Source: an optimization exercise on an open RTL-to-GDS flow (aim: small area, a short achievable clock period and few clock cycles). Production flows keep margins and buffers that such runs may drop.
Only simulation tests tie the RTL to the original design; equivalence was not proved.
Power is estimated from default activity; no workload was simulated.

[design/flow/config.mk]
export PLATFORM = sky130hd
export DESIGN_NAME = axiApbBridgeTop
export DESIGN_NICKNAME = axiApbBridgeTop
export VERILOG_FILES = /design/flow/design.v
export SDC_FILE = /design/flow/constraint.sdc
export NUM_CORES = 4
export LEC_CHECK = 0
export CAP_MARGIN = 20
export CORE_AREA = 2.5 2.5 142.5 142.5
export DIE_AREA = 0 0 145 145
export PLACE_DENSITY = 0.6
export SETUP_SLACK_MARGIN = 2.6
export SLEW_MARGIN = 20
export SYNTH_HIERARCHICAL = 1
export SYNTH_MINIMUM_KEEP_SIZE = 0
[design/flow/constraint.sdc]
create_clock -name core_clock -period 5.0 [get_ports {pclk}]
set_input_delay 1.0000 -clock core_clock [delete_from_list [all_inputs] [get_ports {pclk}]]
set_output_delay 1.0000 -clock core_clock [all_outputs]
set_load 0.01 [all_outputs]
[design/flow/design.v]
package axiPkg;
  typedef logic [31:0] addr_t;
  typedef logic [31:0] data_t;
  typedef logic [3:0]  strb_t;
  typedef logic [7:0]  id_t;
  typedef logic [7:0]  len_t;
  typedef logic [2:0]  prot_t;
  localparam int unsigned BeatBytes = 4;
  localparam int unsigned AddrReqBits = 32 + 8 + 8 + 2 + 3;
  localparam int unsigned WBeatBits   = 32 + 4;
  localparam int unsigned RBeatBits   = 32 + 2 + 8 + 1;
  localparam int unsigned BRspBits    = 2 + 8;
  typedef enum logic [1:0] {
    FIXED = 2'd0,
    INCR  = 2'd1
  } burst_e;
  typedef enum logic [1:0] {
    OKAY   = 2'd0,
    SLVERR = 2'd2,
    DECERR = 2'd3
  } resp_e;
  typedef struct packed {
    addr_t  addr;
    id_t    id;
    len_t   len;
    burst_e burst;
    prot_t  prot;
  } addrReq_t;
  typedef struct packed {
    data_t data;
    strb_t strb;
  } wBeat_t;
  typedef struct packed {
    data_t data;
    resp_e resp;
    id_t   id;
    logic  last;
  } rBeat_t;
  typedef struct packed {
    resp_e resp;
    id_t   id;
  } bRsp_t;
endpackage
package apbPkg;
  typedef enum logic [1:0] {
    IDLE   = 2'd0,
    SETUP  = 2'd1,
    ACCESS = 2'd2
  } apbState_e;
  typedef struct packed {
    logic [31:0]   paddr;
    logic [31:0]   pwdata;
    logic [3:0]    pstrb;
    logic [2:0]    pprot;
    logic          pwrite;
  } apbReq_t;
endpackage
module syncFifo #(
  parameter int unsigned Width = 8,
  parameter int unsigned Depth = 4
) (
  input  logic             pclk,
  input  logic             preset_n,
  input  logic [Width-1:0] inData,
  input  logic             inValid,
  output logic             inReady,
  output logic [Width-1:0] outData,
  output logic             outValid,
  input  logic             outReady
);
  localparam int unsigned PtrBits = (Depth > 1) ? $clog2(Depth) : 1;
  localparam int unsigned CntBits = $clog2(Depth + 1);
  logic [Width-1:0]   mem [Depth];
  logic [PtrBits-1:0] wrPtr;
  logic [PtrBits-1:0] rdPtr;
  logic [CntBits-1:0] count;
  logic               push;
  logic               pop;
  assign inReady  = (count != CntBits'(Depth));
  assign outValid = (count != '0);
  assign outData  = mem[rdPtr];
  assign push     = inValid & inReady;
  assign pop      = outValid & outReady;
  always_ff @(posedge pclk) begin
    if (push) begin
      mem[wrPtr] <= inData;
    end
  end
  always_ff @(posedge pclk or negedge preset_n) begin
    if (!preset_n) begin
      wrPtr <= '0;
      rdPtr <= '0;
      count <= '0;
    end else begin
      if (push) begin
        wrPtr <= (wrPtr == PtrBits'(Depth - 1)) ? '0 : wrPtr + 1'b1;
      end
      if (pop) begin
        rdPtr <= (rdPtr == PtrBits'(Depth - 1)) ? '0 : rdPtr + 1'b1;
      end
      case ({push, pop})
        2'b10:   count <= count + 1'b1;
        2'b01:   count <= count - 1'b1;
        default: count <= count;
      endcase
    end
  end
endmodule
module readPath #(
  parameter int unsigned FifoDepth = 4
) (
  input  logic             pclk,
  input  logic             preset_n,
  input  axiPkg::addrReq_t arReq,
  input  logic             arValid,
  output logic             arReady,
  output axiPkg::rBeat_t   rBeat,
  output logic             rValid,
  input  logic             rReady,
  output axiPkg::addrReq_t rdCmd,
  output logic             rdCmdValid,
  input  logic             rdCmdReady,
  input  axiPkg::rBeat_t   rdBeat,
  input  logic             rdBeatValid,
  output logic             rdBeatReady
);
  syncFifo #(
    .Width(axiPkg::AddrReqBits),
    .Depth(FifoDepth)
  ) arFifo_i (
    .pclk    (pclk),
    .preset_n(preset_n),
    .inData  (arReq),
    .inValid (arValid),
    .inReady (arReady),
    .outData (rdCmd),
    .outValid(rdCmdValid),
    .outReady(rdCmdReady)
  );
  syncFifo #(
    .Width(axiPkg::RBeatBits),
    .Depth(FifoDepth)
  ) rFifo_i (
    .pclk    (pclk),
    .preset_n(preset_n),
    .inData  (rdBeat),
    .inValid (rdBeatValid),
    .inReady (rdBeatReady),
    .outData (rBeat),
    .outValid(rValid),
    .outReady(rReady)
  );
endmodule
module writePath #(
  parameter int unsigned FifoDepth = 4
) (
  input  logic             pclk,
  input  logic             preset_n,
  input  axiPkg::addrReq_t awReq,
  input  logic             awValid,
  output logic             awReady,
  input  axiPkg::wBeat_t   wBeat,
  input  logic             wValid,
  output logic             wReady,
  output axiPkg::bRsp_t    bRsp,
  output logic             bValid,
  input  logic             bReady,
  output axiPkg::addrReq_t wrCmd,
  output logic             wrCmdValid,
  input  logic             wrCmdReady,
  output axiPkg::wBeat_t   wrData,
  output logic             wrDataValid,
  input  logic             wrDataReady,
  input  axiPkg::bRsp_t    wrRsp,
  input  logic             wrRspValid,
  output logic             wrRspReady
);
  syncFifo #(
    .Width(axiPkg::AddrReqBits),
    .Depth(FifoDepth)
  ) awFifo_i (
    .pclk    (pclk),
    .preset_n(preset_n),
    .inData  (awReq),
    .inValid (awValid),
    .inReady (awReady),
    .outData (wrCmd),
    .outValid(wrCmdValid),
    .outReady(wrCmdReady)
  );
  syncFifo #(
    .Width(axiPkg::WBeatBits),
    .Depth(FifoDepth)
  ) wFifo_i (
    .pclk    (pclk),
    .preset_n(preset_n),
    .inData  (wBeat),
    .inValid (wValid),
    .inReady (wReady),
    .outData (wrData),
    .outValid(wrDataValid),
    .outReady(wrDataReady)
  );
  syncFifo #(
    .Width(axiPkg::BRspBits),
    .Depth(FifoDepth)
  ) bFifo_i (
    .pclk    (pclk),
    .preset_n(preset_n),
    .inData  (wrRsp),
    .inValid (wrRspValid),
    .inReady (wrRspReady),
    .outData (bRsp),
    .outValid(bValid),
    .outReady(bReady)
  );
endmodule
module apbSequencer #(
  parameter int unsigned NumSlaves = 4,
  parameter int unsigned WinBits   = 12
) (
  input  logic                           pclk,
  input  logic                           preset_n,
  input  axiPkg::addrReq_t               rdCmd,
  input  logic                           rdCmdValid,
  output logic                           rdCmdReady,
  output axiPkg::rBeat_t                 rdBeat,
  output logic                           rdBeatValid,
  input  logic                           rdBeatReady,
  input  axiPkg::addrReq_t               wrCmd,
  input  logic                           wrCmdValid,
  output logic                           wrCmdReady,
  input  axiPkg::wBeat_t                 wrData,
  input  logic                           wrDataValid,
  output logic                           wrDataReady,
  output axiPkg::bRsp_t                  wrRsp,
  output logic                           wrRspValid,
  input  logic                           wrRspReady,
  output apbPkg::apbReq_t                apbReq,
  output logic [NumSlaves-1:0]           psel,
  output logic                           penable,
  input  logic [NumSlaves-1:0]           pready,
  input  logic [NumSlaves-1:0][31:0]   prdata,
  input  logic [NumSlaves-1:0]           pslverr
);
  localparam int unsigned AddrBits = 32;
  localparam int unsigned IdxBits  = AddrBits - WinBits;
  apbPkg::apbState_e    state;
  logic                 active;
  logic                 isWrite;
  logic                 lastWrite;
  logic                 pickWrite;
  axiPkg::addr_t        curAddr;
  axiPkg::len_t         beatCnt;
  axiPkg::resp_e        wrErr;
  axiPkg::addrReq_t     cmd;
  axiPkg::addrReq_t     newCmd;
  logic [IdxBits-1:0]   winIdx;
  logic [NumSlaves-1:0] slvHit;
  logic                 decErr;
  logic                 readySel;
  logic                 errSel;
  axiPkg::data_t        rdataSel;
  axiPkg::resp_e        beatResp;
  axiPkg::resp_e        burstResp;
  logic                 beatGo;
  logic                 beatDone;
  logic                 lastBeat;
  assign pickWrite = wrCmdValid & (~rdCmdValid | ~lastWrite);
  assign newCmd    = pickWrite ? wrCmd : rdCmd;
  assign cmd       = isWrite ? wrCmd : rdCmd;
  assign winIdx = curAddr[AddrBits-1:WinBits];
  always_comb begin
    for (int k = 0; k < NumSlaves; k++) begin
      slvHit[k] = (winIdx == IdxBits'(k));
    end
  end
  assign decErr   = ~|slvHit;
  assign readySel = |(pready & slvHit);
  assign errSel   = |(pslverr & slvHit);
  always_comb begin
    rdataSel = '0;
    for (int k = 0; k < NumSlaves; k++) begin
      if (slvHit[k]) begin
        rdataSel = prdata[k];
      end
    end
  end
  always_comb begin
    if (decErr) begin
      beatResp = axiPkg::DECERR;
    end else if (errSel) begin
      beatResp = axiPkg::SLVERR;
    end else begin
      beatResp = axiPkg::OKAY;
    end
  end
  assign burstResp = (beatResp > wrErr) ? beatResp : wrErr;
  assign lastBeat = (beatCnt == cmd.len);
  assign beatGo   = isWrite ? (wrDataValid & (wrRspReady | (beatCnt != '0))) : rdBeatReady;
  assign beatDone = (state == apbPkg::ACCESS) & (decErr | readySel);
  always_ff @(posedge pclk or negedge preset_n) begin
    if (!preset_n) begin
      state     <= apbPkg::IDLE;
      active    <= 1'b0;
      isWrite   <= 1'b0;
      lastWrite <= 1'b1;
      curAddr   <= '0;
      beatCnt   <= '0;
      wrErr     <= axiPkg::OKAY;
    end else begin
      case (state)
        apbPkg::IDLE: begin
          if (!active) begin
            if (rdCmdValid | wrCmdValid) begin
              active    <= 1'b1;
              isWrite   <= pickWrite;
              lastWrite <= pickWrite;
              curAddr   <= newCmd.addr;
              beatCnt   <= '0;
              wrErr     <= axiPkg::OKAY;
            end
          end else if (beatGo) begin
            state <= apbPkg::SETUP;
          end
        end
        apbPkg::SETUP: begin
          state <= apbPkg::ACCESS;
        end
        apbPkg::ACCESS: begin
          if (beatDone) begin
            state <= apbPkg::IDLE;
            wrErr <= burstResp;
            if (lastBeat) begin
              active <= 1'b0;
            end else begin
              beatCnt <= beatCnt + 1'b1;
              if (cmd.burst != axiPkg::FIXED) begin
                curAddr <= curAddr + axiPkg::addr_t'(axiPkg::BeatBytes);
              end
            end
          end
        end
        default: begin
          state <= apbPkg::IDLE;
        end
      endcase
    end
  end
  assign psel    = (state == apbPkg::IDLE) ? '0 : slvHit;
  assign penable = (state == apbPkg::ACCESS);
  always_comb begin
    apbReq.paddr  = curAddr;
    apbReq.pwdata = isWrite ? wrData.data : '0;
    apbReq.pstrb  = isWrite ? wrData.strb : '0;
    apbReq.pprot  = cmd.prot;
    apbReq.pwrite = isWrite;
  end
  assign rdBeatValid = beatDone & ~isWrite;
  assign rdCmdReady  = beatDone & ~isWrite & lastBeat;
  assign wrDataReady = beatDone & isWrite;
  assign wrCmdReady  = beatDone & isWrite & lastBeat;
  assign wrRspValid  = beatDone & isWrite & lastBeat;
  always_comb begin
    rdBeat.data = rdataSel;
    rdBeat.resp = beatResp;
    rdBeat.id   = rdCmd.id;
    rdBeat.last = lastBeat;
    wrRsp.resp  = burstResp;
    wrRsp.id    = wrCmd.id;
  end
endmodule
module axiApbBridge #(
  parameter int unsigned NumSlaves = 4,
  parameter int unsigned WinBits   = 12,
  parameter int unsigned FifoDepth = 4
) (
  input  logic                           pclk,
  input  logic                           preset_n,
  input  axiPkg::addrReq_t               arReq,
  input  logic                           arValid,
  output logic                           arReady,
  input  axiPkg::addrReq_t               awReq,
  input  logic                           awValid,
  output logic                           awReady,
  input  axiPkg::wBeat_t                 wBeat,
  input  logic                           wValid,
  output logic                           wReady,
  output axiPkg::rBeat_t                 rBeat,
  output logic                           rValid,
  input  logic                           rReady,
  output axiPkg::bRsp_t                  bRsp,
  output logic                           bValid,
  input  logic                           bReady,
  output apbPkg::apbReq_t                apbReq,
  output logic [NumSlaves-1:0]           psel,
  output logic                           penable,
  input  logic [NumSlaves-1:0]           pready,
  input  logic [NumSlaves-1:0][31:0]   prdata,
  input  logic [NumSlaves-1:0]           pslverr
);
  axiPkg::addrReq_t rdCmd;
  logic             rdCmdValid;
  logic             rdCmdReady;
  axiPkg::rBeat_t   rdBeat;
  logic             rdBeatValid;
  logic             rdBeatReady;
  axiPkg::addrReq_t wrCmd;
  logic             wrCmdValid;
  logic             wrCmdReady;
  axiPkg::wBeat_t   wrData;
  logic             wrDataValid;
  logic             wrDataReady;
  axiPkg::bRsp_t    wrRsp;
  logic             wrRspValid;
  logic             wrRspReady;
  readPath #(.FifoDepth(FifoDepth)) readPath_i (
    .pclk, .preset_n,
    .arReq, .arValid, .arReady,
    .rBeat, .rValid, .rReady,
    .rdCmd, .rdCmdValid, .rdCmdReady,
    .rdBeat, .rdBeatValid, .rdBeatReady
  );
  writePath #(.FifoDepth(FifoDepth)) writePath_i (
    .pclk, .preset_n,
    .awReq, .awValid, .awReady,
    .wBeat, .wValid, .wReady,
    .bRsp, .bValid, .bReady,
    .wrCmd, .wrCmdValid, .wrCmdReady,
    .wrData, .wrDataValid, .wrDataReady,
    .wrRsp, .wrRspValid, .wrRspReady
  );
  apbSequencer #(
    .NumSlaves(NumSlaves),
    .WinBits  (WinBits)
  ) apbSequencer_i (
    .pclk, .preset_n,
    .rdCmd, .rdCmdValid, .rdCmdReady,
    .rdBeat, .rdBeatValid, .rdBeatReady,
    .wrCmd, .wrCmdValid, .wrCmdReady,
    .wrData, .wrDataValid, .wrDataReady,
    .wrRsp, .wrRspValid, .wrRspReady,
    .apbReq, .psel, .penable,
    .pready, .prdata, .pslverr
  );
endmodule
module axiApbBridgeTop (
  input  logic         pclk,
  input  logic         preset_n,
  input  logic [31:0]  ar_addr,
  input  logic [7:0]   ar_id,
  input  logic [7:0]   ar_len,
  input  logic [1:0]   ar_burst,
  input  logic [2:0]   ar_prot,
  input  logic         ar_valid,
  output logic         ar_ready,
  input  logic [31:0]  aw_addr,
  input  logic [7:0]   aw_id,
  input  logic [7:0]   aw_len,
  input  logic [1:0]   aw_burst,
  input  logic [2:0]   aw_prot,
  input  logic         aw_valid,
  output logic         aw_ready,
  input  logic [31:0]  w_data,
  input  logic [3:0]   w_strb,
  input  logic         w_valid,
  output logic         w_ready,
  output logic [31:0]  r_data,
  output logic [1:0]   r_resp,
  output logic [7:0]   r_id,
  output logic         r_last,
  output logic         r_valid,
  input  logic         r_ready,
  output logic [1:0]   b_resp,
  output logic [7:0]   b_id,
  output logic         b_valid,
  input  logic         b_ready,
  output logic [31:0]  paddr,
  output logic [31:0]  pwdata,
  output logic [3:0]   pstrb,
  output logic [2:0]   pprot,
  output logic         pwrite,
  output logic [3:0]   psel,
  output logic         penable,
  input  logic [3:0]   pready,
  input  logic [127:0] prdata,
  input  logic [3:0]   pslverr
);
  logic        act;        
  logic        wr;         
  logic        acc;        
  logic [11:2] curAddr;    
  logic [3:0]  oh;         
  logic        upZero;     
  logic        upOnes;     
  logic [7:0]  left;       
  logic        last;       
  logic [1:0]  wrErr;      
  logic        rv;         
  logic        rl;
  logic [31:0] rd;
  logic [1:0]  rr;
  logic        bv;
  logic        fA;         
  logic        fW;         
  logic        fR;         
  logic        fWA;        
  logic        fDW;        
  logic [3:0]  hit;
  logic        dec;
  logic        fixed;
  logic        done;
  logic        decDone;
  logic        fin;
  logic        setup;
  logic [1:0]  beatResp;
  logic        rdAvail;
  logic        wrAvail;
  logic        free;
  logic        start;
  logic        pickW;
  logic [31:0] rdSel;
  logic [3:0]  sWA;
  logic [3:0]  sAn;
  logic [3:0]  sW;
  logic [3:0]  sR;
  logic [3:0]  xW;
  logic [3:0]  xR;
  logic [3:0]  xP;
  logic        actN;
  logic        wrN;
  logic        accN;
  logic        rvN;
  logic        decN;
  assign hit = oh & {4{upZero}};
  assign dec = ~upZero;
  assign done    = acc & |(pready & oh);
  assign decDone = act & dec & (wr ? w_valid : ~rv);
  assign fin     = done | decDone;
  assign setup   = act & ~acc & ~dec & (wr ? w_valid : (~rv | r_ready));
  assign beatResp = dec ? 2'd3 : (|(pslverr & hit) ? 2'd2 : 2'd0);
  assign rdAvail = ar_valid & ~(act & ~wr) & ~(rv & rl);
  assign wrAvail = aw_valid & ~(act & wr) & ~bv;
  assign free    = ~act | (fin & last);
  assign start   = free & (rdAvail | wrAvail);
  assign pickW   = wrAvail & (~rdAvail | ~wr);
  assign fixed   = wr ? (aw_burst == 2'd0) : (ar_burst == 2'd0);
  always_comb begin
    rdSel = '0;
    for (int k = 0; k < 4; k++) begin
      rdSel = rdSel | (prdata[32*k +: 32] & {32{hit[k] & ~rv}});
    end
  end
  assign upOnes = wr ? (&aw_addr[31:14]) : (&ar_addr[31:14]);
  always_comb begin
    actN = start | (act & ~(fin & last));
    wrN  = start ? pickW : wr;
    accN = acc ? ~done : setup;
    rvN  = (fin & ~wr) | (rv & ~r_ready);
    if (start) begin
      decN = pickW ? (aw_addr[31:14] != '0) : (ar_addr[31:14] != '0);
    end else if (fin && !fixed && oh[3] && (&curAddr[11:2])) begin
      decN = ~upOnes;
    end else begin
      decN = dec;
    end
  end
  always_ff @(posedge pclk or negedge preset_n) begin
    if (!preset_n) begin
      act <= 1'b0;
      wr     <= 1'b0;
      acc <= 1'b0;
      rv  <= 1'b0;
      bv  <= 1'b0;
      fA  <= 1'b0;
      fW  <= 1'b0;
      fR  <= 1'b0;
      fWA <= 1'b0;
      fDW <= 1'b0;
    end else begin
      act <= actN;
      wr  <= wrN;
      acc <= accN;
      rv  <= rvN;
      if (fin & wr & last) begin
        bv <= 1'b1;
      end else if (b_ready) begin
        bv <= 1'b0;
      end
      fA  <= accN | (actN & ~decN & ~wrN & ~rvN);
      fW  <= actN & ~accN & ~decN & wrN;
      fR  <= actN & ~accN & ~decN & ~wrN & rvN;
      fWA <= accN & wrN;
      fDW <= actN & decN & wrN;
    end
  end
  always_ff @(posedge pclk) begin
    if (start) begin
      curAddr <= pickW ? aw_addr[11:2] : ar_addr[11:2];
      for (int k = 0; k < 4; k++) begin
        oh[k] <= pickW ? (aw_addr[13:12] == 2'(k)) : (ar_addr[13:12] == 2'(k));
      end
      upZero  <= pickW ? (aw_addr[31:14] == '0) : (ar_addr[31:14] == '0);
      left    <= pickW ? aw_len : ar_len;
      last    <= pickW ? (aw_len == '0) : (ar_len == '0);
    end else if (fin) begin
      left <= left - 8'd1;
      last <= (left == 8'd1);
      if (!fixed) begin
        curAddr <= curAddr + 10'd1;
        if (&curAddr) begin
          oh <= {oh[2:0], oh[3]};
          if (oh[3]) begin
            upZero <= upOnes;
          end
        end
      end
    end
    if (start & pickW) begin
      wrErr <= 2'd0;
    end else if (fin & wr) begin
      wrErr <= wrErr | beatResp;
    end
    rd <= rdSel | (rd & {32{rv}});
    if (!rv) begin
      rr <= beatResp;
      rl <= last;
    end
  end
  assign sAn = ~(oh & {4{fA}});
  assign sW  = oh & {4{fW}};
  assign sR  = oh & {4{fR}};
  for (genvar k = 0; k < 4; k++) begin : g_psel
    nand2Gate wGate_i (.a(sW[k]), .b(w_valid), .y(xW[k]));
    nand2Gate rGate_i (.a(sR[k]), .b(r_ready), .y(xR[k]));
    nand3Gate sGate_i (.a(sAn[k]), .b(xW[k]), .c(xR[k]), .y(psel[k]));
  end
  assign penable = acc;
  assign paddr   = {18'd0, oh[3] | oh[2], oh[3] | oh[1], curAddr, wr ? aw_addr[1:0] : ar_addr[1:0]};
  assign pwrite  = wr;
  assign pprot   = wr ? aw_prot : ar_prot;
  assign pwdata  = w_data;
  assign pstrb   = w_strb & {4{wr}};
  assign sWA     = oh & {4{fWA}};
  for (genvar k = 0; k < 3; k++) begin : g_wready
    nand2Gate pGate_i (.a(sWA[k]), .b(pready[k]), .y(xP[k]));
  end
  a21oiGate pGate3_i (.a1(sWA[3]), .a2(pready[3]), .b1(fDW), .y(xP[3]));
  nand4Gate wGate_i (.a(xP[0]), .b(xP[1]), .c(xP[2]), .d(xP[3]), .y(w_ready));
  assign r_valid  = rv;
  assign r_data   = rd;
  assign r_resp   = rr;
  assign r_last   = rl;
  assign r_id     = ar_id;
  assign ar_ready = rv & rl & r_ready;
  assign b_valid  = bv;
  assign b_resp   = wrErr;
  assign b_id     = aw_id;
  assign aw_ready = bv & b_ready;
endmodule
module nand2Gate (
  input  logic a,
  input  logic b,
  output logic y
);
  assign y = ~(a & b);
endmodule
module nand3Gate (
  input  logic a,
  input  logic b,
  input  logic c,
  output logic y
);
  assign y = ~(a & b & c);
endmodule
module nand4Gate (
  input  logic a,
  input  logic b,
  input  logic c,
  input  logic d,
  output logic y
);
  assign y = ~(a & b & c & d);
endmodule
module a21oiGate (
  input  logic a1,
  input  logic a2,
  input  logic b1,
  output logic y
);
  assign y = ~((a1 & a2) | b1);
endmodule
[design/flow/flow/run.sh]
#!/bin/bash
# Standard layout; port buffers of the smallest plain buffer; smaller clock tree.
export BUFFER_PORTS_ARGS="-buffer_cell sky130_fd_sc_hd__buf_1"
export CTS_ARGS="-sink_clustering_enable -repair_clock_nets -dont_use_dummy_load -buf_list sky130_fd_sc_hd__clkbuf_8 -sink_clustering_size 40 -sink_clustering_max_diameter 150"
bash standard.sh > standard.log 2>&1
[design/flow/standard.sh]
#!/bin/bash
# synth_recipe.tcl (not shown) runs the flow's synth.tcl, then flattens the netlist and writes it again
# the make line also repeats each setting of config.mk as NAME=value (left out here)
make -C /OpenROAD-flow-scripts/flow DESIGN_CONFIG=/design/flow/config.mk WORK_HOME=/design/flow/orfs CLKGATE_MAP_FILE= SYNTH_SCRIPT=/design/flow/synth_recipe.tcl "${@:-finish}"
==> impl_metrics.py, run 1 <==
metrics = {
    "run_status": {
        "outcome": "complete, no violations",
    },
    "logic_synthesis": {
        "ys_seq_area_share_pct": 36.3,
        "async_flop_share_pct": 14.1,
        "synthCells": 581,
        "netlist_area_um2": 4790,
        "yosys.area.top_type": "edfxtp_1",
        "ys_seq_elements": 71,
        "synth-edff-count": 27,
        "synth_area_per_cell_um2": 8.25,
        "synth_flop_cell": "dfxtp_1",
        "yosysTopAreaCellShare_pct": 16.9,
        "yosys_warnings": 7,
        "synthDistinctLibCells": 56,
        "synth.area.top_cells": "edfxtp_1, dfxtp_1, buf_4",
    },
    "floorplan": {
        "core_um2": 19300,
        "die_x_um": 145,
        "rows": 51,
        "die_y_um": 145,
        "dieArea_um2": 21000,
        "initial_utilization_pct": 24.8,
        "io_pins": 420,
    },
    "power_and_ir_drop": {
        "p_per_area_nw_per_um2": 548,
        "irDropWorstVdd_mv": 0.153,
        "leakagePower_nw": 2.42,
    },
    "sta": {
        "maxSlewViolCount": 0,
        "rsz0062_at_grt": "yes",
        "relSlewSlack_pct": 59.6,
        "holdWs_ns": 0.493,
        "finalCritPeriodShare_pct": 49.3,
        "finalSetupViolations": 0,
        "layout_min_cycle_time_ns": 2.47,
        "final-hold-violation-count": 0,
        "worstMarginPinSlew_ns": 0.605,
        "clock-skew-final_ns": 0.0361,
        "tns_ns": 0,
        "max_clock_freq_mhz": 406,
        "setup_slack_ns": 2.53,
    },
    "cells_and_area": {
        "area_growth_pct": 33.4,
        "fin_nets": 1130,
        "diodes": 0,
        "fillCellCount": 2097,
        "drive_gt1_share_pct": 13.0,
        "finalNonFillerCells": 1105,
        "final_util_pct": 33.1,
    },
    "worst_setup_path": {
        "required_ns": 4.00,
        "cp_max_fo": 1,
        "endpoint": "paddr[0]",
        "worstReg2RegStart": "oh[0]",
        "cp_cell_sequence": "buf_1 -> mux2_2 -> clkbuf_2",
        "rrSetupSlack_ns": 2.65,
        "end_kind": "output pin",
        "worstSetupPathDepth": 3,
        "max_stage_delay_ns": 0.25,
        "crit_arrival_ns": 1.47,
        "critPathLaunchType": "input pin",
        "crit_slowest_cell": "mux2_2",
        "ff2ff_path_depth": 7,
        "timing.rr.end": "fR",
        "critPathKind": "input pin to output pin",
        "critPathBufInv": 2,
        "crit_family": "multiplexers",
        "cp-startpoint": "ar_addr[0]",
    },
    "global_routing": {
        "grt_pass1_vias": 5063,
        "grt_antenna_before_repair": 0,
        "grt_pass1_wl_um": 26900,
        "grtUsageTotal_pct": 16.2,
        "overflow": 0,
        "grt_max_degree": 44,
    },
    "routing": {
        "drc": 0,
        "wl_um": 18500,
        "vias": 5414,
        "drt_iter0_drc": 306,
        "viasPerCell": 4.90,
        "wire_per_inst_um": 16.8,
        "first_pass_iters": 6,
        "ant_nets": 0,
    },
    "place": {
        "dp_slack_ns": 1.97,
        "post-dp-hpwl_um": 14300,
        "gp_congestion": 0.930,
        "io_buffers": 305,
        "placedCellCount": 1075,
    },
    "cts": {
        "cts.sinks": 71,
        "clkLatencyLatePin_ns": 0.37,
        "cts_root_buffer": "clkbuf_8",
        "numCtsBuffers": 9,
        "htreeDepth": 3,
        "clk_path_buf_depth": 2,
        "cts_tree": "built",
        "path_clk_slew_ns": 0.07,
    },
    "flow_run": {
        "maxCapViolations": 0,
    },
    "hold_path": {
        "hp-class": "flop to flop",
    },
}
[placed cells by master (no fill, tap or decap), drive strengths merged, types with 4 or more instances in the layout]
| master | synthesis | layout |
|---|---|---|
| conb | 1 | 18 |
| clkbuf | 31 | 14 |
| nand3 | 29 | 29 |
| and2 | 17 | 17 |
| mux2 | 6 | 6 |
| xnor2 | 8 | 8 |
| and3 | 8 | 8 |
| nand4 | 11 | 11 |
| or2 | 4 | 4 |
| nand2 | 113 | 113 |
| dfrtp | 10 | 10 |
| a21oi | 11 | 11 |
| xor2 | 6 | 6 |
| nor3 | 8 | 8 |
| dfxtp | 34 | 34 |
| a22oi | 49 | 49 |
| inv | 10 | 10 |
| buf | 70 | 329 |
| edfxtp | 27 | 27 |
| nor2 | 32 | 32 |
| a31oi | 19 | 19 |
| a222oi | 17 | 17 |
| nor4 | 16 | 16 |
| o21ai | 5 | 5 |
[power by group]
group / internal [mW] / switching [mW]
Combinational: 0.811 / 1.14
Sequential: 0.975 / 0.225
Clock: 0.161 / 0.196
[routing by layer]
metal	track usage (%)	share of wire, %
met3	4.03	6.9
met4	6.75	2.8
met2	29.6	51
met5	0	0
met1	18.0	39
[metrics by stage]
step	cell area (um2)	total power, mW
finish	6390	3.50
global route	6390	3.76
CTS	6170	3.41
detailed placement	5780	2.92
global placement	5780	2.90
floorplan	4890	2.36
[how the worst min path moves through the flow]
stage / endpoint / slack (ns) / start / cells after the start
2_1_floorplan: rl / 0.50 / last / 0
3_3_place_gp: rd[12] / 0.47 / rd[12] / 2
3_5_place_dp: rd[19] / 0.48 / rd[19] / 2
4_1_cts: rd[19] / 0.49 / rd[19] / 2
5_1_grt: rd[11] / 0.51 / rd[11] / 2
6_report: rd[19] / 0.49 / rd[19] / 2
[per-module statistics from Yosys (local to each module, per instance)]
module / cells inside / flops+latches
axiApbBridgeTop: 564 / 71
a21oiGate: 1 / 0
nand4Gate: 1 / 0
nand3Gate: 1 / 0
nand2Gate: 1 / 0
[cells by family after synthesis]
group                      after synthesis  share of synthesized area (%)
and+or+nand+nor                        250                           24.4
AOI/OAI and AO/OA                      122                           19.7
buffers and inverters                  111                           14.1
DFF                                     71                           36.3
xor gates and xnor gates                14                           2.56
muxes                                    9                           2.04
adders and majority gates                3                          0.783
other                                    1                         0.0782
[final cells by class]
| type | count | area, um2 | share of cell area [%] |
|---|---|---|---|
| timing repair buffer | 334 | 1550 | 24.2 |
| multi-input combinational | 416 | 2610 | 40.8 |
| tap | 265 | 332 | 5.19 |
| sequential | 71 | 1740 | 27.3 |
| inverter | 10 | 37.5 | 0.587 |
| clock buffer | 9 | 124 | 1.94 |
[worst min-delay path: stages (launching register included)]
cell and delay (ns):
dfxtp_1 0.33, a22oi_1 0.08, nand2_1 0.06
[flip-flops by register name (all words and copies together), names as in the netlist]
register,flops
rv,1
bv,1
rr,2
fA,1
last,1
fDW,1
wrErr,2
fW,1
act,1
fWA,1
wr,1
curAddr,10
fR,1
rl,1
oh,4
upZero,1
acc,1
rd,32
left,8
[what timing repair did]
| item | 4_1_cts | 5_1_grt |
|---|---|---|
| resized for setup | 54 | 38 |
| hold buffers | 0 | 0 |
| pin swaps | 7 | 14 |
| cloned | 0 | 2 |
| setup endpoints to repair | 72 | 36 |
| setup buffers | 12 | 7 |
[cells in the mapped netlist (all sizes together), types with 2 or more instances]
library cell and number:
mux2 6, nand2b 3, nand4 11, nor2 32
nor3 8, nand3 29, or2 4, a222oi 17
dfxtp 34, mux2i 3, nand3b 2, a21oi 11
a21boi 3, nand2 113, or4 2, a22oi 49
nor2b 3, dfrtp 10, inv 10, ha 3
and3 8, o21ai 5, and2 17, nor4 16
o31ai 3, edfxtp 27, a22o 3, a31oi 19
xor2 6, buf 70, xnor2 8, clkbuf 31
o22ai 2
Testbench counts, summed over its fixed seeds: cycles 10,238.
==> run 2, diff against run 1 <==
--- a/design/flow/config.mk
+++ b/design/flow/config.mk
@@ -9,7 +9,7 @@
 export CORE_AREA = 2.5 2.5 142.5 142.5
 export DIE_AREA = 0 0 145 145
 export PLACE_DENSITY = 0.6
-export SETUP_SLACK_MARGIN = 2.6
+export SETUP_SLACK_MARGIN = 2.4
 export SLEW_MARGIN = 20
 export SYNTH_HIERARCHICAL = 1
 export SYNTH_MINIMUM_KEEP_SIZE = 0
==> run 2 against run 1 <==
  * Combinational power is 12% lower
  * Clock-buffer cell count stayed put
  * Synthesized area stayed put
  * Worst setup slack worse by 0.062 ns
  * Register-to-register slack better by 0.04 ns
  * Flip-flop and latch count stayed put
  * Final cell count is 1.6% lower
  * Via count is 5.8% lower
  * Die area stayed put
  * Critical endpoint is now fR
  * Largest cell class unchanged
  * Highest routed layer unchanged
==> impl_metrics.py, run 2 <==
metrics = {
    "run_status": {
        "outcome": "complete, no violations",
    },
    "floorplan": {
        "initial_utilization_pct": 24.8,
        "rows": 51,
        "die_x_um": 145,
        "die_y_um": 145,
        "io_pins": 420,
        "core_um2": 19300,
        "dieArea_um2": 21000,
    },
    "power_and_ir_drop": {
        "total_power_mw": 3.29,
        "p_per_area_nw_per_um2": 552,
        "irDropWorstVdd_mv": 0.154,
        "leakagePower_nw": 2.18,
    },
    "global_routing": {
        "grt_pass1_vias": 5193,
        "grt_pass1_wl_um": 28000,
        "overflow": 0,
        "grt_antenna_before_repair": 1,
        "grtUsageTotal_pct": 16.9,
        "grt_max_degree": 33,
    },
    "logic_synthesis": {
        "yosys_warnings": 7,
        "synthDistinctLibCells": 56,
        "synth_top_family_by_area": "simple AND/OR/NAND/NOR gates",
        "synthCells": 581,
        "synth_flop_cell": "dfxtp_1",
        "ys_seq_area_share_pct": 36.3,
        "synth-edff-count": 27,
        "yosys-top-cells-count": "nand2_1, buf_4, a22oi_1",
        "netlist_area_um2": 4790,
        "synth_xor_area_share_pct": 2.56,
        "synth_area_per_cell_um2": 8.25,
        "synth_most_common_cell": "nand2_1",
        "yosys.area_share.simple_pct": 24.4,
        "synth_compound_area_share_pct": 19.7,
        "yosys.area.top_type": "edfxtp_1",
        "synthMuxAreaShare_pct": 2.04,
        "yosysTopAreaCellShare_pct": 16.9,
        "async_flop_share_pct": 14.1,
        "synthAdderAreaFrac_pct": 0.783,
        "ys_seq_elements": 71,
        "synth.area.top_cells": "edfxtp_1, dfxtp_1, buf_4",
    },
    "cells_and_area": {
        "reg_top3": "rd (32), curAddr (10), left (8)",
        "finalNonFillerCells": 1087,
        "mostFrequentLayoutCell": "buf_1",
        "drive_gt1_share_pct": 6.45,
        "fillCellCount": 2129,
        "seq_area_um2": 1740,
        "fin_nets": 1112,
        "diodes": 0,
        "most-common-layout-cells": "buf_1, nand2_1, a22oi_1",
        "regMostFlops": "rd",
        "area_growth_pct": 24.4,
        "largest_reg_flops": 32,
        "multi_input_area_um2": 2490,
    },
    "place": {
        "dp_slack_ns": 1.72,
        "post-dp-hpwl_um": 14600,
        "io_buffers": 305,
        "placedCellCount": 1073,
        "gp_congestion": 0.815,
    },
    "worst_setup_path": {
        "critPathLaunchType": "input pin",
        "ff2ff_path_depth": 7,
        "crit_arrival_ns": 2.79,
        "rrSetupSlack_ns": 2.69,
        "cp_max_fo": 15,
        "required_ns": 5.26,
        "end_kind": "flop",
        "timing.rr.end": "fR",
        "critPathKind": "input pin to flop",
        "worstReg2RegStart": "wr",
    },
    "sta": {
        "relSlewSlack_pct": 56.5,
        "worstMarginPinSlew_ns": 0.651,
        "holdWs_ns": 0.494,
        "finalSetupViolations": 0,
        "tns_ns": 0,
        "finalCritPeriodShare_pct": 50.6,
        "clock-skew-final_ns": 0.0370,
        "final-hold-violation-count": 0,
        "setup_slack_ns": 2.47,
        "max_clock_freq_mhz": 396,
        "maxSlewViolCount": 0,
        "rsz0062_at_grt": "yes",
        "layout_min_cycle_time_ns": 2.53,
    },
    "routing": {
        "wl_um": 18200,
        "viasPerCell": 4.69,
        "ant_nets": 0,
        "drt_iter0_drc": 220,
        "vias": 5101,
        "drc": 0,
        "wire_per_inst_um": 16.7,
        "first_pass_iters": 5,
    },
    "cts": {
        "path_clk_slew_ns": 0.07,
        "cts.sinks": 71,
        "clkLatencyLatePin_ns": 0.36,
        "htreeDepth": 3,
        "postCtsHoldBufs": 0,
        "numCtsBuffers": 9,
        "clk_path_buf_depth": 2,
        "cts_root_buffer": "clkbuf_8",
        "cts_tree": "built",
    },
    "hold_path": {
        "hold_path_depth": 2,
        "hp-class": "flop to flop",
        "hold_start": "rd[28]",
        "hold-path-endpoint": "rd[28]",
    },
    "flow_run": {
        "maxCapViolations": 0,
    },
}
-- run 2: per-layer routing --
metal	wire length [um]	GRT usage, %	part of all wire [%]	vias up
li1	-	-	-	2518
met1	7120	18.8	39	2311
met2	9410	30.9	52	248
met3	1280	4.59	7.0	24
met4	350	6.02	1.9	0
met5	0	0	0	-
-- run 2: report_power, final --
part | switching, mW | leakage (nW) | internal, mW | total, mW
Clock | 0.201 | 0.0647 | 0.161 | 0.361
Combinational | 1.07 | 1.44 | 0.656 | 1.72
Sequential | 0.235 | 0.670 | 0.975 | 1.21
-- run 2: cell families after synthesis --
| group | after synthesis |
|---|---|
| flip-flops | 71 |
| AO/OA/AOI/OAI | 122 |
| adder cells (fa/ha/maj) | 3 |
| buffers and inverters | 111 |
| XOR/XNOR | 14 |
| multiplexers | 9 |
| AND/OR/NAND/NOR | 250 |
| other | 1 |
-- run 2: cell type report --
| class | instances | share of cell area, % |
|---|---|---|
| inverters | 10 | 0.629 |
| repair buffers | 316 | 20.8 |
| well taps | 265 | 5.56 |
| multi-input cells | 416 | 41.7 |
| clock buffers | 9 | 2.08 |
| flip-flops and latches | 71 | 29.2 |
-- run 2: Yosys stat by module, one instance, submodules excluded --
module	area, um2	flops+latches
a21oiGate	8.76	0
nand4Gate	6.26	0
nand2Gate	3.75	0
nand3Gate	5.00	0
axiApbBridgeTop	4720	71
-- run 2: how the worst max path moves through the flow --
stage          slack [ns]          to  depth (start not counted)     start
5_1_grt              2.34          fR                          7  aw_valid
2_1_floorplan        2.46       oh[0]                          6  ar_valid
3_3_place_gp         1.79  curAddr[2]                          8  aw_valid
3_5_place_dp         1.72  curAddr[2]                          8  aw_valid
6_report             2.47          fR                          7  ar_valid
4_1_cts              2.38    ar_ready                          3        rv
-- run 2: critical path: stages --
cell      delay (ns)
buf_1           0.08
a21boi_2        0.27
mux2_2          0.20
o22ai_1         0.13
or2_2           0.47
or3_1           0.42
a211oi_2        0.22
-- run 2: what timing repair did --
item                       CTS  global route
cloned                       0             0
setup endpoints to repair   63            28
pin swaps                    1             0
buffers inserted             1             4
resized for setup           10             3
-- run 2: through the flow --
step | util (%) | instance area, um2
finish | 30.9 | 5970
global route | 30.9 | 5970
global placement | 29.7 | 5750
floorplan | - | 4860
detailed placement | 29.7 | 5750
CTS | 30.6 | 5910
==> run 3, diff against run 2 <==
--- a/design/flow/design.v
+++ b/design/flow/design.v
@@ -521,6 +521,13 @@
   logic        pickW;
   logic [31:0] rdSel;
   logic [3:0]  sWA;
+  logic        rdSel1;
+  logic [4:0]  awBits;
+  logic [4:0]  arBits;
+  logic [4:0]  xAw;
+  logic [4:0]  xAr;
+  logic [4:0]  cmdBits;
+  logic [1:0]  cmdLow;
   logic [3:0]  sAn;
   logic [3:0]  sW;
   logic [3:0]  sR;
@@ -636,9 +643,18 @@
     nand3Gate sGate_i (.a(sAn[k]), .b(xW[k]), .c(xR[k]), .y(psel[k]));
   end
   assign penable = acc;
-  assign paddr   = {18'd0, oh[3] | oh[2], oh[3] | oh[1], curAddr, wr ? aw_addr[1:0] : ar_addr[1:0]};
+  assign paddr   = {18'd0, oh[3] | oh[2], oh[3] | oh[1], curAddr, cmdLow};
   assign pwrite  = wr;
-  assign pprot   = wr ? aw_prot : ar_prot;
+  for (genvar k = 0; k < 5; k++) begin : g_cmd
+    nand2Gate awGate_i (.a(wr), .b(awBits[k]), .y(xAw[k]));
+    nand2Gate arGate_i (.a(rdSel1), .b(arBits[k]), .y(xAr[k]));
+    nand2Gate oGate_i (.a(xAw[k]), .b(xAr[k]), .y(cmdBits[k]));
+  end
+  assign rdSel1  = ~wr;
+  assign awBits  = {aw_prot, aw_addr[1:0]};
+  assign arBits  = {ar_prot, ar_addr[1:0]};
+  assign pprot   = cmdBits[4:2];
+  assign cmdLow  = cmdBits[1:0];
   assign pwdata  = w_data;
   assign pstrb   = w_strb & {4{wr}};
   assign sWA     = oh & {4{fWA}};
==> run 3 against run 2 <==
  * Still clean
  * Synthesized area is the same
  * Fmax is 0.53% higher
  * Die area is the same
  * Register-to-register slack got worse by 0.02 ns
  * Clock skew increased by 0.0023 ns
  * Worst setup slack improved by 0.013 ns
  * Synthesized cell count decreased by 4.8%
  * Via count fell by 2.2%
  * Hold slack improved by 0.010 ns
  * Combinational power fell by 4%
  * Global-route usage is 1.5 points lower
  * Clock power about the same
  * Critical path type is now input pin to output pin
==> impl_metrics.py, run 3 <==
metrics = {
    "logic_synthesis": {
        "yosys.area.top_type": "edfxtp_1",
        "netlist_area_um2": 4790,
        "synth-edff-count": 27,
        "synth_most_common_cell": "nand2_1",
        "synth_flop_cell": "dfxtp_1",
        "ys_seq_area_share_pct": 36.3,
        "synthDistinctLibCells": 58,
        "synth.area.top_cells": "edfxtp_1, dfxtp_1, buf_4",
        "yosys.area_share.simple_pct": 23.1,
        "synth_top_family_by_area": "simple AND/OR/NAND/NOR gates",
        "synthMuxAreaShare_pct": 2.09,
        "yosys_warnings": 7,
        "synth_xor_area_share_pct": 2.56,
        "synth_compound_area_share_pct": 20.9,
        "yosysTopAreaCellShare_pct": 16.9,
        "async_flop_share_pct": 14.1,
        "synthAdderAreaFrac_pct": 0.783,
        "ys_seq_elements": 71,
        "yosys-top-cells-count": "nand2_1, buf_4, a22oi_1",
        "synthCells": 553,
        "synth_area_per_cell_um2": 8.67,
    },
    "cts": {
        "numCtsBuffers": 9,
        "clk_path_buf_depth": 2,
        "clkLatencyLatePin_ns": 0.36,
        "cts_root_buffer": "clkbuf_8",
        "cts.sinks": 71,
        "htreeDepth": 3,
        "postCtsHoldBufs": 0,
        "cts_tree": "built",
        "path_clk_slew_ns": 0.06,
    },
    "power_and_ir_drop": {
        "p_per_area_nw_per_um2": 546,
        "p_int_mw": 1.77,
        "leakagePower_nw": 2.14,
        "seq_power_share_pct": 38.0,
        "power.share.switching_pct": 45.7,
        "total_switching_power_mw": 1.49,
        "p_clk_share_pct": 11.2,
        "irDropWorstVdd_mv": 0.172,
        "p_comb_share_pct": 50.8,
        "total_power_mw": 3.25,
    },
    "cells_and_area": {
        "diodes": 0,
        "most-common-layout-cells": "buf_1, nand2_1, a22oi_1",
        "drive_gt1_share_pct": 6.39,
        "final_util_pct": 30.8,
        "regMostFlops": "rd",
        "largest_reg_flops": 32,
        "reg_top3": "rd (32), curAddr (10), left (8)",
        "fin_nets": 1088,
        "area_growth_pct": 24.2,
        "mostFrequentLayoutCell": "buf_1",
    },
    "worst_setup_path": {
        "worstReg2RegStart": "wr",
        "cp-startpoint": "r_ready",
        "cp_max_fo": 6,
        "timing.rr.end": "oh[3]",
        "critPathLaunchType": "input pin",
        "crit_arrival_ns": 1.51,
        "ff2ff_path_depth": 6,
        "end_kind": "output pin",
        "critPathKind": "input pin to output pin",
        "required_ns": 4.00,
        "endpoint": "ar_ready",
        "rrSetupSlack_ns": 2.67,
    },
    "sta": {
        "holdWs_ns": 0.504,
        "rsz0062_at_grt": "no",
        "tns_ns": 0,
        "layout_min_cycle_time_ns": 2.51,
        "maxSlewViolCount": 0,
        "worstMarginPinSlew_ns": 0.625,
        "finalCritPeriodShare_pct": 50.3,
        "setup_slack_ns": 2.49,
        "max_clock_freq_mhz": 398,
        "clock-skew-final_ns": 0.0394,
        "finalSetupViolations": 0,
        "final-hold-violation-count": 0,
        "relSlewSlack_pct": 58.3,
    },
    "floorplan": {
        "die_x_um": 145,
        "dieArea_um2": 21000,
        "die_y_um": 145,
        "initial_utilization_pct": 24.8,
        "core_um2": 19300,
        "io_pins": 420,
        "rows": 51,
    },
    "place": {
        "post-dp-hpwl_um": 13800,
        "gp_congestion": 0.860,
        "dp_slack_ns": 1.59,
        "io_buffers": 305,
    },
    "routing": {
        "viasPerCell": 4.69,
        "wire_per_inst_um": 16.3,
        "ant_nets": 0,
        "vias": 4987,
        "drt_iter0_drc": 269,
        "first_pass_iters": 5,
        "wl_um": 17300,
        "drc": 0,
    },
    "global_routing": {
        "grt_pass1_wl_um": 25800,
        "grtUsageTotal_pct": 15.5,
        "overflow": 0,
        "grt_pass1_vias": 4613,
        "grt_max_degree": 53,
        "grt_antenna_before_repair": 1,
    },
    "run_status": {
        "outcome": "complete, no violations",
    },
    "flow_run": {
        "maxCapViolations": 0,
    },
    "hold_path": {
        "hp-class": "flop to flop",
    },
}
run 3: cell types whose count changed in the layout (fill, tap and decap cells not counted), moves of 5 or more:
cell / before / now
nand2_1: 111 / 89
nor2_1: 31 / 9
o21ai_1: 0 / 8
mux2_2: 6 / 0
a31oi_1: 19 / 3
a21oi_1: 9 / 14
nand3_1: 29 / 22
mux2i_1: 3 / 10
a211oi_1: 0 / 11
nor2b_1: 1 / 11
run 3: power groups by stage:
| stage | combinational (mW) | sequential, mW | clock [mW] |
|---|---|---|---|
| after global placement | 1.56 | 1.26 | 0 |
| after floorplan | 1.05 | 1.26 | 0 |
| final | 1.65 | 1.24 | 0.363 |
| after global routing | 1.86 | 1.28 | 0.404 |
| after CTS | 1.61 | 1.26 | 0.382 |
| after detailed placement | 1.57 | 1.27 | 0 |
run 3: worst min path at each step:
stage,from,end,slack (ns),cells after the start
after CTS,rd[7],rd[7],0.51,2
after detailed placement,rd[7],rd[7],0.49,2
after global routing,rd[20],rd[20],0.53,2
after floorplan,last,rl,0.48,0
after global placement,rd[24],rd[24],0.48,2
final,rd[0],rd[0],0.50,2
run 3: per-module statistics from Yosys, one instance, submodules excluded:
module,cells inside,flops+latches,times used
a21oiGate,1,0,1
axiApbBridgeTop,521,71,1
nand2Gate,1,0,26
nand3Gate,1,0,4
nand4Gate,1,0,1
run 3: timing repair:
action                                  4_1_cts  5_1_grt
pin swaps                                     1        0
cloned                                        0        1
gates resized for setup                       6        5
setup buffers                                 3        4
endpoints found under the setup margin       61       43
run 3: worst max-delay path, cell delays in order:
cell and delay, ns:
buf_2 0.14, and3_1 0.19, buf_1 0.18
run 3: cell type report:
cell class              instances  area [um2]
well taps                     265         332
flip-flops and latches         71        1750
clock buffers                   9         124
fillers                      2178       13400
multi-input cells             393        2480
inverters                       8        33.8
repair buffers                317        1240
run 3: cell families (layout without fill, tap and decap cells):
family | after synthesis | count (layout)
AND/OR/NAND/NOR | 216 | 217
AO/OA/AOI/OAI | 131 | 131
buffers and inverters | 107 | 334
flip-flops | 71 | 71
XOR/XNOR | 14 | 14
multiplexers | 10 | 10
adder cells (fa/ha/maj) | 3 | 3
other | 1 | 18
run 3: per-stage QoR:
stage               instances  instance area (um2)
finish                   1063                 5960
global route             1063                 5960
CTS                      1058                 5890
detailed placement       1046                 5730
global placement         1046                 5730
floorplan                 570                 4860
run 3: layer usage:
layer	vias up	global-route usage (%)	share of wire (%)	wire, um
met5	-	0	0.058	10
li1	2443	-	-	-
met3	14	5.00	8.3	1430
met4	2	3.30	0.77	133
met2	262	26.1	49	8460
met1	2266	19.3	42	7240
Testbench counts of run 3, summed over its fixed seeds: cycles 10,238.
==> run 4, diff against run 3 <==
--- a/design/flow/config.mk
+++ b/design/flow/config.mk
@@ -9,7 +9,7 @@
 export CORE_AREA = 2.5 2.5 142.5 142.5
 export DIE_AREA = 0 0 145 145
 export PLACE_DENSITY = 0.6
-export SETUP_SLACK_MARGIN = 2.4
+export SETUP_SLACK_MARGIN = 2.5
 export SLEW_MARGIN = 20
 export SYNTH_HIERARCHICAL = 1
 export SYNTH_MINIMUM_KEEP_SIZE = 0
==> run 4 against run 3 <==
  * Final cell count is 0.94% higher
  * Non-clock buffer count up 9
  * Hold slack about the same
  * Synthesized cell count did not move
  * Sequential power hardly changed
  * Design area is 2.0% higher
  * Register-to-register slack barely moved
  * Power rose by 2.2%
  * Via count rose by 0.56%
==> impl_metrics.py, run 4 <==
metrics = {
    "power_and_ir_drop": {
        "total_switching_power_mw": 1.51,
        "p_comb_share_pct": 52.0,
        "leakagePower_nw": 2.20,
        "irDropWorstVdd_mv": 0.174,
        "seq_power_share_pct": 37.1,
        "p_clk_share_pct": 10.9,
        "p_per_area_nw_per_um2": 548,
        "p_int_mw": 1.82,
        "power.share.switching_pct": 45.4,
    },
    "routing": {
        "vias": 5015,
        "ant_nets": 0,
        "drt_iter0_drc": 299,
        "first_pass_iters": 5,
        "wl_um": 17500,
        "drc": 0,
        "wire_per_inst_um": 16.3,
        "viasPerCell": 4.67,
    },
    "worst_setup_path": {
        "required_ns": 4.00,
        "critPathKind": "input pin to output pin",
        "cp_max_fo": 6,
        "end_kind": "output pin",
        "critPathLaunchType": "input pin",
        "crit_arrival_ns": 1.47,
    },
    "cells_and_area": {
        "fin_nets": 1097,
        "regMostFlops": "rd",
        "drive_gt1_share_pct": 8.55,
        "most-common-layout-cells": "buf_1, nand2_1, a22oi_1",
        "fillCellCount": 2171,
        "largest_reg_flops": 32,
        "area_growth_pct": 26.7,
        "mostFrequentLayoutCell": "buf_1",
        "reg_top3": "rd (32), curAddr (10), left (8)",
    },
    "logic_synthesis": {
        "yosys.area.top_type": "edfxtp_1",
        "yosys-top-cells-count": "nand2_1, buf_4, a22oi_1",
        "synthDistinctLibCells": 58,
        "async_flop_share_pct": 14.1,
        "synth.area.top_cells": "edfxtp_1, dfxtp_1, buf_4",
        "ys_seq_area_share_pct": 36.3,
        "ys_seq_elements": 71,
        "synthCells": 553,
        "netlist_area_um2": 4790,
        "synth_area_per_cell_um2": 8.67,
        "yosysTopAreaCellShare_pct": 16.9,
        "synth_most_common_cell": "nand2_1",
        "synth-edff-count": 27,
        "synth_flop_cell": "dfxtp_1",
        "yosys_warnings": 7,
    },
    "floorplan": {
        "die_y_um": 145,
        "dieArea_um2": 21000,
        "core_um2": 19300,
        "io_pins": 420,
        "initial_utilization_pct": 24.8,
        "rows": 51,
        "die_x_um": 145,
    },
    "cts": {
        "clk_path_buf_depth": 2,
        "cts_tree": "built",
        "cts.sinks": 71,
        "htreeDepth": 3,
        "postCtsHoldBufs": 0,
        "numCtsBuffers": 9,
        "clkLatencyLatePin_ns": 0.36,
        "cts_root_buffer": "clkbuf_8",
        "path_clk_slew_ns": 0.06,
    },
    "place": {
        "io_buffers": 305,
        "post-dp-hpwl_um": 13800,
        "dp_slack_ns": 1.59,
        "gp_congestion": 0.860,
    },
    "global_routing": {
        "grt_pass1_wl_um": 26600,
        "grt_antenna_before_repair": 1,
        "grtUsageTotal_pct": 16.0,
        "overflow": 0,
        "grt_pass1_vias": 4684,
        "grt_max_degree": 36,
    },
    "sta": {
        "layout_min_cycle_time_ns": 2.47,
        "maxSlewViolCount": 0,
        "relSlewSlack_pct": 57.7,
        "tns_ns": 0,
        "rsz0062_at_grt": "yes",
        "max_clock_freq_mhz": 405,
        "setup_slack_ns": 2.53,
        "worstMarginPinSlew_ns": 0.635,
        "final-hold-violation-count": 0,
        "finalSetupViolations": 0,
        "finalCritPeriodShare_pct": 49.3,
        "clock-skew-final_ns": 0.0390,
    },
    "hold_path": {
        "hp-class": "flop to flop",
    },
    "run_status": {
        "outcome": "complete, no violations",
    },
    "flow_run": {
        "maxCapViolations": 0,
    },
}
[run 4: changes by cell type in the layout (fill, tap and decap cells not counted), moves of 2 or more]
cell / change
nand2_2: +2
nand2_1: -2
buf_1: -5
buf_4: +7
clkbuf_2: +3
[run 4: critical path, cell delays in order]
cell	delay (ns)
clkbuf_4	0.14
and3_4	0.18
buf_2	0.14
[run 4: per-layer routing]
layer  global-route usage (%)  vias up  part of all wire [%]
li1                         -     2457                     -
met1                     20.0     2295                    42
met2                     27.1      251                    49
met3                     5.00       12                   8.1
met4                     3.30        0                  0.75
met5                        0        -                     0
[run 4: worst paths after layout]
kind,start,endpoint,cells past startpoint,slack (ns)
min in group asynchronous,preset_n,fWA,1,0.59
setup reg to reg,wr,fR,7,2.66
setup / recovery,r_ready,ar_ready,3,2.53
hold / removal,rd[0],rd[0],2,0.50
max in group asynchronous,preset_n,wr,1,3.98
hold reg to reg,rd[0],rd[0],2,0.50
[run 4: power by group through the flow]
| stage | Clock [mW] | Combinational (mW) | Sequential (mW) |
|---|---|---|---|
| after floorplan | 0 | 1.05 | 1.26 |
| final | 0.362 | 1.73 | 1.23 |
| after global placement | 0 | 1.56 | 1.26 |
| after detailed placement | 0 | 1.57 | 1.27 |
| after CTS | 0.382 | 1.69 | 1.24 |
| after global routing | 0.404 | 1.94 | 1.27 |
[run 4: cells by family after synthesis]
group / after synthesis / synth area share, %
xor gates and xnor gates: 14 / 2.56
buffers and inverters: 107 / 14.2
and+or+nand+nor: 216 / 23.1
muxes: 10 / 2.09
DFF: 71 / 36.3
adders and majority gates: 3 / 0.783
other: 1 / 0.0782
AOI/OAI and AO/OA: 131 / 20.9
[run 4: area by class of cell]
type,instances,area [um2],share of cell area (%)
clock buffer,9,124,2.04
timing repair buffer,326,1330,21.8
sequential,71,1750,28.7
multi-input combinational,393,2510,41.4
antenna,1,2.50,0.0412
tap,265,332,5.46
inverter,8,33.8,0.556
[run 4: per-stage QoR]
stage	cell area [um2]	power, mW	hold slack, ns	utilization [%]	std cells
after detailed placement	5730	2.84	0.488	29.6	1046
final	6070	3.33	0.504	31.4	1073
after global placement	5730	2.83	0.478	29.6	1046
after global routing	6070	3.62	0.532	31.4	1072
after floorplan	4860	2.31	0.475	-	570
after CTS	5960	3.31	0.505	30.8	1064
[run 4: modules after synthesis, one instance, submodules excluded]
| module | flops+latches | area (um2) |
|---|---|---|
| nand2Gate | 0 | 3.75 |
| nand3Gate | 0 | 5.00 |
| axiApbBridgeTop | 71 | 4660 |
| nand4Gate | 0 | 6.26 |
| a21oiGate | 0 | 8.76 |
[run 4: timing repair]
action,CTS,global route
setup buffers,8,8
gates cloned,1,0
endpoints found under the setup margin,71,30
pin swaps,1,8
resized for setup,11,17
==> run 5, diff against run 4 <==
==> design/flow/flow/run.sh (replaced) <==
#!/bin/bash
# Standard layout; port buffers of the smallest plain buffer; smaller clock tree;
# one tie cell for the constant outputs.
export BUFFER_PORTS_ARGS="-buffer_cell sky130_fd_sc_hd__buf_1"
export CTS_ARGS="-sink_clustering_enable -repair_clock_nets -dont_use_dummy_load -buf_list sky130_fd_sc_hd__clkbuf_8 -sink_clustering_size 40 -sink_clustering_max_diameter 150"
export SKIP_REPAIR_TIE_FANOUT=1
bash standard.sh > standard.log 2>&1
==> run 5 against run 4 <==
  * Critical path type is now flop to output pin
  * Core utilization decreased by 0.37 points
  * Largest power group unchanged
  * Wire length increased by 1.9%
  * Critical path depth increased by 1
  * Synthesized area unchanged
  * Sequential share of layout area increased by 0.36 points
  * Final cell count decreased by 1.5%
  * Power increased by 1.2%
  * First-iteration DRC count decreased by 20%
  * Worst setup slack got worse by 0.0080 ns
  * Die area unchanged
==> impl_metrics.py, run 5 <==
metrics = {
    "run_status": {
        "outcome": "complete, no violations",
    },
    "routing": {
        "wl_um": 17900,
        "ant_nets": 0,
        "wire_per_inst_um": 16.9,
        "vias": 5036,
        "drt_iter0_drc": 239,
        "viasPerCell": 4.76,
        "first_pass_iters": 5,
        "drc": 0,
    },
    "worst_setup_path": {
        "crit_family": "flip-flops",
        "max_stage_delay_ns": 0.55,
        "rrSetupSlack_ns": 2.63,
        "ff2ff_path_depth": 7,
        "critPathLaunchType": "flop",
        "end_kind": "output pin",
        "required_ns": 4.00,
        "critPathBufInv": 1,
        "crit_arrival_ns": 1.48,
        "timing.rr.end": "oh[1]",
        "cp_max_fo": 6,
        "crit_slowest_cell": "edfxtp_1",
        "worstReg2RegStart": "wr",
        "cp_cell_sequence": "and2_1 -> nand2_1 -> nand4_1 -> clkbuf_2",
        "critPathKind": "flop to output pin",
    },
    "global_routing": {
        "overflow": 0,
        "grtUsageTotal_pct": 16.2,
        "grt_pass1_wl_um": 26700,
        "grt_antenna_before_repair": 1,
        "grt_max_degree": 35,
        "grt_pass1_vias": 4746,
    },
    "hold_path": {
        "hold-path-endpoint": "rd[23]",
        "hold_path_depth": 2,
        "hp-class": "flop to flop",
        "hold_start": "rd[23]",
    },
    "flow_run": {
        "maxCapViolations": 0,
    },
    "sta": {
        "rsz0062_at_grt": "yes",
        "maxSlewViolCount": 0,
        "clock-skew-final_ns": 0.0393,
        "worstMarginPinSlew_ns": 0.776,
        "relSlewSlack_pct": 48.1,
        "final-hold-violation-count": 0,
        "setup_slack_ns": 2.52,
        "layout_min_cycle_time_ns": 2.48,
        "finalSetupViolations": 0,
        "tns_ns": 0,
        "finalCritPeriodShare_pct": 49.5,
        "max_clock_freq_mhz": 404,
    },
    "logic_synthesis": {
        "synth_area_per_cell_um2": 8.67,
        "ys_seq_elements": 71,
        "yosys.area.top_type": "edfxtp_1",
        "synthCells": 553,
        "ys_seq_area_share_pct": 36.3,
        "synth_most_common_cell": "nand2_1",
        "synthDistinctLibCells": 58,
        "async_flop_share_pct": 14.1,
        "yosys-top-cells-count": "nand2_1, buf_4, a22oi_1",
        "yosys_warnings": 7,
        "synth.area.top_cells": "edfxtp_1, dfxtp_1, buf_4",
        "synth-edff-count": 27,
        "netlist_area_um2": 4790,
        "synth_flop_cell": "dfxtp_1",
        "yosysTopAreaCellShare_pct": 16.9,
    },
    "floorplan": {
        "die_y_um": 145,
        "initial_utilization_pct": 24.8,
        "io_pins": 420,
        "core_um2": 19300,
        "rows": 51,
        "die_x_um": 145,
        "dieArea_um2": 21000,
    },
    "place": {
        "gp_congestion": 0.828,
        "post-dp-hpwl_um": 13400,
        "dp_slack_ns": 1.64,
        "io_buffers": 305,
    },
    "cts": {
        "cts_root_buffer": "clkbuf_8",
        "postCtsHoldBufs": 0,
        "cts_tree": "built",
        "path_clk_slew_ns": 0.07,
        "clk_path_buf_depth": 2,
        "htreeDepth": 3,
        "cts.sinks": 71,
        "clkLatencyLatePin_ns": 0.38,
        "numCtsBuffers": 9,
    },
    "cells_and_area": {
        "area_growth_pct": 25.2,
        "largest_reg_flops": 32,
        "final_util_pct": 31.0,
        "regMostFlops": "rd",
        "reg_top3": "rd (32), curAddr (10), left (8)",
        "drive_gt1_share_pct": 8.60,
        "most-common-layout-cells": "buf_1, nand2_1, a22oi_1",
        "mostFrequentLayoutCell": "buf_1",
        "fin_nets": 1081,
    },
    "power_and_ir_drop": {
        "irDropWorstVdd_mv": 0.206,
        "p_per_area_nw_per_um2": 561,
        "total_power_mw": 3.37,
        "leakagePower_nw": 2.15,
    },
}
run 5: cell counts after synthesis:
No cell type changed its count.
run 5: worst max-delay path by stage:
stage | end | cells past startpoint | start
global route | w_ready | 4 | oh[0]
floorplan | curAddr[10] | 7 | ar_valid
global placement | left[7] | 6 | ar_valid
detailed placement | left[1] | 6 | ar_valid
CTS | ar_ready | 3 | rv
finish | w_ready | 4 | oh[0]
run 5: worst reg2reg max path: cells and delay by family (launching register included):
kind | cells | cell delay [ns]
compound gates | 2 | 0.37
buf+inv | 2 | 0.51
flops | 1 | 0.57
mux | 1 | 0.31
simple gates | 2 | 0.34
run 5: logic make-up after synthesis:
logic type	after synthesis	synth area share, %
other	1	0.0782
AND/OR/NAND/NOR	216	23.1
buffers and inverters	107	14.2
XOR/XNOR	14	2.56
adder cells (fa/ha/maj)	3	0.783
AO/OA/AOI/OAI	131	20.9
flip-flops	71	36.3
multiplexers	10	2.09
run 5: repair_timing:
action / in CTS / in global routing
pin swaps: 1 / 1
gates resized for setup: 16 / 5
cloned: 2 / 1
setup buffers: 8 / 8
setup endpoints to repair: 70 / 21
run 5: layer usage:
layer  track usage [%]  share of wire (%)  vias to the layer above  wire length, um
met2              26.4                 47                      257             8470
met1              20.5                 43                     2300             7660
met4              5.24                2.2                        0              386
met5                 0                  0                        -                0
li1                  -                  -                     2453                -
met3              4.65                7.6                       26             1350
run 5: per-stage QoR:
stage	hold slack, ns	area, um2	cells
3_5_place_dp	0.482	5660	1028
4_1_cts	0.500	5920	1047
3_3_place_gp	0.474	5660	1028
5_1_grt	0.533	6000	1057
2_1_floorplan	0.475	4790	553
6_report	0.494	6000	1057
run 5: area by class of cell:
class / instances / area [um2]
well taps: 265 / 332
diodes: 1 / 2.50
fillers: 2133 / 13300
clock buffers: 9 / 124
inverters: 8 / 33.8
multi-input cells: 378 / 2440
flip-flops and latches: 71 / 1750
repair buffers: 325 / 1320
run 5: where the power goes:
part	switching, mW	internal (mW)	total [mW]
Clock	0.205	0.161	0.366
Sequential	0.247	0.980	1.23
Combinational	1.09	0.688	1.77
Total	1.54	1.83	3.37
run 5: per-module statistics from Yosys, one instance, submodules excluded:
module           copies in the design  flip-flops and latches  cells
nand4Gate                           1                       0      1
nand3Gate                           4                       0      1
a21oiGate                           1                       0      1
axiApbBridgeTop                     1                      71    521
nand2Gate                          26                       0      1

[separate check: timing with driven ports]
In the flow no input, the clock included, has a driving cell. The finished layouts below were timed again as built, in two steps. Step 1 assumes that a clkbuf_16 drives the clock port and a buf_2 every other input. Step 2, shift: input delay + t, output delay - t, t = (earliest + latest rising clock arrival at the registers) / 2. This alone moves slack from input paths to output paths. Three values: ideal, step 1, step 2; two values: the first two.
run | t (ns) | setup WS [ns] | clock arrival spread, ns
run 1 | 0.388 | 2.534 / 2.483 / 2.253 | 0.037 / 0.036
run 2 | 0.390 | 2.472 / 2.395 / 2.070 | 0.038 / 0.038
run 3 | 0.380 | 2.486 / 2.456 / 2.125 | 0.040 / 0.040
run 4 | 0.379 | 2.533 / 2.510 / 2.175 | 0.040 / 0.040
run 5 | 0.400 | 2.525 / 2.485 / 2.173 | 0.039 / 0.040
After both steps setup and hold are still met in every run listed. The setup slack of run 2, which loses most, moves by -0.077 ns with the drivers and by -0.402 ns with both steps.
